Source: an optimization exercise on an open RTL-to-GDS flow (aim: small area, a short achievable clock period and few clock cycles). Production flows keep margins and buffers that such runs may drop.
Where RTL was checked, it was by simulation tests only, not by an equivalence proof against the original.

// piecewise_linear_pixel_map_top
module piecewise_linear_pixel_map_top (
	input  logic             clk,
	input  logic             arst_n,
	input  logic             s_tvalid,
	output logic             s_tready,
	input  logic [7:0]       s_tdata,     
	output logic             m_tvalid,
	input  logic             m_tready,
	output logic [7:0]       m_tdata,     
	input  logic             cfg_we,
	input  logic [IDX_W-1:0] cfg_addr,
	input  logic [PT_W-1:0]  cfg_wdata
);
Size in the first run: ~430 flip-flops.
clock: 8.5 ns
lec_check: 0
cap_margin: 20
core_margin: 2
core_utilization: 55
cts_cluster_diameter: 100
cts_cluster_size: 20
setup_slack_margin: 4.8
slew_margin: 20
run.sh (not shown) runs the stock make flow with config.mk's settings and CLKGATE_MAP_FILE= SYNTH_SCRIPT=/design/flow/synth_recipe.tcl, a recipe that flattens the netlist after the stock synthesis.
The first run finished with timing, DRC and antenna clean.
Next try:
Settings changed: SETUP_SLACK_MARGIN 4.8 to 4.65.
Outcome:
- clock-buffer cell count does not change
- cell area goes down by about 0.75%
- worst setup slack loses 0.15 ns
- global-route usage is about the same
- wire length is lower by 0.40%
Next try:
Settings changed: CORE_UTILIZATION 55 to 60, CTS_CLUSTER_DIAMETER 100 to 90, CTS_CLUSTER_SIZE 20 to 24, SETUP_SLACK_MARGIN 4.65 to 4.8.
What happened: Clock-buffer cell count decreases by 5; global-route usage increases by 2.0 points; worst hold slack gets better by 0.022 ns; core utilization increases by 5.7 points.
Function was not checked in any run of this note: the RTL went through the layout flow alone.


Another version of the RTL of piecewise_linear_pixel_map_top (not shown whole).
Size: ~2200 cells after synthesis, roughly 480 flip-flops, about 24000 sq um of cells after synthesis.
==> flow/config.mk <==
export PLATFORM = sky130hd
export DESIGN_NAME = piecewise_linear_pixel_map_top
export DESIGN_NICKNAME = piecewise_linear_pixel_map_top
export VERILOG_FILES = /design/flow/design.v
export SDC_FILE = /design/flow/constraint.sdc
export NUM_CORES = 4
export LEC_CHECK = 0
export CAP_MARGIN = 20
export CORE_MARGIN = 2
export CORE_UTILIZATION = 55
export CTS_CLUSTER_DIAMETER = 100
export CTS_CLUSTER_SIZE = 20
export SETUP_SLACK_MARGIN = 5.0
export SLEW_MARGIN = 20
==> flow/constraint.sdc <==
create_clock -name core_clock -period 8.5 [get_ports {clk}]
set_input_delay 1.7000 -clock core_clock [delete_from_list [all_inputs] [get_ports {clk}]]
set_output_delay 1.7000 -clock core_clock [all_outputs]
set_load 0.01 [all_outputs]
The first run finished clean.
Testbench counts at the start, summed over its fixed seeds: cycles 131,360.
Rerun with:
Settings changed: SETUP_SLACK_MARGIN 5.0 to 4.8.
The new run went through all stages and came out clean.
Routed wire length went down slightly.
Worst hold slack is worse by 0.0083 ns.
Design area went down slightly.
Die area does not change.
Final cell count went down slightly.
Via count went down slightly.
Core utilization went down by 1.0 points.
Clock skew stays flat.
Worst setup slack is worse by 0.061 ns.
Rerun with:
Settings changed: CTS_CLUSTER_DIAMETER 100 to 150, CTS_CLUSTER_SIZE 20 to 16, SETUP_SLACK_MARGIN 4.8 to 5.0.
Outcome: Utilization is higher by 2.0 points. Via count is higher slightly. Setup slack improved by 0.035 ns. Wire length is higher slightly.
Rerun with:
Settings changed: CTS_CLUSTER_DIAMETER 150 to 100, CTS_CLUSTER_SIZE 16 to 20, SETUP_SLACK_MARGIN 5.0 to 4.5.
Synthesized area does not change.
Clock-buffer cell count shrinks by 10.
Worst setup slack got worse by 0.35 ns.
First-iteration DRC count stays the same.
Routed wire length fell by a few percent.
Via count fell slightly.
Clock skew drops by 0.029 ns.
Rerun with:
Settings changed: CTS_CLUSTER_DIAMETER 100 to not set, CTS_CLUSTER_SIZE 20 to not set, SETUP_SLACK_MARGIN 4.5 to 5.0.
=> First-iteration DRC count is higher by 15%; wire length is higher by 3.4%; cell count is higher by 2.6%; via count is higher by 2.1%; utilization is higher by 4.1 points; clock skew is higher by 0.016 ns; clock-buffer cell count is higher by 24.


lane 1:
RTL: one of the versions met above, not the one the previous note started from.
Size: roughly 2300 cells after synthesis, ~430 flip-flops, roughly 42 I/O pins.
Design piecewise_linear_pixel_map_top, start of the top module:
module piecewise_linear_pixel_map_top (
	input  logic             clk,
	input  logic             arst_n,
	input  logic             s_tvalid,
	output logic             s_tready,
	input  logic [7:0]       s_tdata,     
	output logic             m_tvalid,
	input  logic             m_tready,
	output logic [7:0]       m_tdata,     
	input  logic             cfg_we,
	input  logic [IDX_W-1:0] cfg_addr,
	input  logic [PT_W-1:0]  cfg_wdata
);
export LEC_CHECK = 0
export CAP_MARGIN = 20
export CORE_MARGIN = 2
export CORE_UTILIZATION = 50
export CTS_CLUSTER_DIAMETER = 100
export CTS_CLUSTER_SIZE = 20
export PLACE_DENSITY = 0.7
export SETUP_SLACK_MARGIN = 4.8
export SLEW_MARGIN = 20
create_clock -name core_clock -period 8.5 [get_ports {clk}]
Here is what was changed in the inputs of lane 2 compared with lane 1.
-- flow/config.mk --
<<< lane 1, line 10
export CORE_UTILIZATION = 50
>>> lane 2, line 10
export CORE_UTILIZATION = 55
<<< lane 1, line 13
export PLACE_DENSITY = 0.7
export SETUP_SLACK_MARGIN = 4.8
>>> lane 2, line 13
export SETUP_SLACK_MARGIN = 4.9
### Flow results
Looking at met3 layer wire length in the routed design, lane 2 sits above lane 1.
Final worst hold slack essentially unchanged between lane 1 and lane 2.
On standard cell area after detailed placement, lane 1 and lane 2 are basically level.
Taking lane 2 as 1.0, lane 1 lands at 1.05 on site row count.
In the metrics for lane 1 and lane 2, the one carrying the lower aggregate routed wire length is lane 1.
The number of nets in the finished design was comparable across lane 1 and lane 2.
Re fraction of area in multi-input gates: lane 2 is 0.26 points up on lane 1.
Lane 2 | status: complete | timing, DRC, antenna: pass
[lane 2] smallest setup slack after layout rose 0.088 ns relative to lane 1
Lane 2 and lane 1 ended up with roughly the same signed area change from the synthesized netlist to the final layout.
Diff lane 1 and lane 2: utilization after layout higher in lane 2
No functional check of the RTL was part of any run of this note.


piecewise_linear_pixel_map_top with an RTL version that a note above also has.
Size: roughly 480 flip-flops, about 42 I/O pins, about 24,000 um^2 of cells after synthesis.
clock: 8.5 ns
lec_check: 0
cap_margin: 20
core_margin: 2
core_utilization: 55
cts_cluster_diameter: 200
cts_cluster_size: 20
setup_slack_margin: 5.0
slew_margin: 20
Testbench counts at the start, summed over its fixed seeds: cycles 131,360.
==> next run, changes <==
CORE_UTILIZATION = 68   (was 55)
CTS_CLUSTER_DIAMETER = 100   (was 200)
What happened:
- maximum frequency goes down by 3.9%
- register-to-register slack is worse by 0.11 ns
- setup slack is worse by 0.15 ns

[afterwards: timing with drivers on the ports]
No port has a modelled driver above. Below, the same layouts with a new extraction and two added sets of constraints.
Step 1: set_driving_cell puts a clkbuf_16 on clk and a buf_2 on each other input, an assumption about the parent block.
Step 2 adds t to the input delays and takes it off the output delays; t is the mean of the earliest and latest rising clock arrival at the registers after step 1. Input paths then give back, and output paths get back, about the clock's delay inside the block.
Three values: ideal ports, drivers, drivers and shift; two values: the first two.
run	t, ns	setup WS [ns]	worst setup path after step 2	latest minus earliest clock arrival (ns)	worst slew at a driven data input, ns
the first run of note 1	0.631	4.840 / 4.840 / 4.314	input to register	0.052 / 0.051	0.04
the second run of note 1	0.629	4.691 / 4.691 / 4.142	input to register	0.050 / 0.050	0.04
the third run of note 1	0.635	4.825 / 4.861 / 4.226	input to register	0.025 / 0.024	0.05
the first run of note 2	0.639	4.907 / 4.921 / 4.282	input to register	0.022 / 0.022	0.06
the second run of note 2	0.625	4.846 / 4.879 / 4.256	input to register	0.027 / 0.027	0.05
the third run of note 2	0.607	4.881 / 4.886 / 4.279	input to register	0.050 / 0.051	0.06
the fourth run of note 2	0.644	4.533 / 4.575 / 3.931	input to register	0.020 / 0.020	0.05
the fifth run of note 2	0.635	4.895 / 4.895 / 4.268	input to register	0.035 / 0.035	0.06
lane 1	0.634	4.807 / 4.807 / 4.325	input to register	0.038 / 0.038	0.04
lane 2	0.637	4.894 / 4.894 / 4.466	input to register	0.034 / 0.034	0.05
the first run of note 4	0.643	4.869 / 4.874 / 4.231	input to register	0.019 / 0.019	0.06
the second run of note 4	0.627	4.723 / 4.730 / 4.103	input to register	0.016 / 0.017	0.05
After both steps every run listed still meets setup and hold. The setup slack of the first run of note 4, which loses most, moves by +0.005 ns with the drivers and by -0.638 ns with both steps.
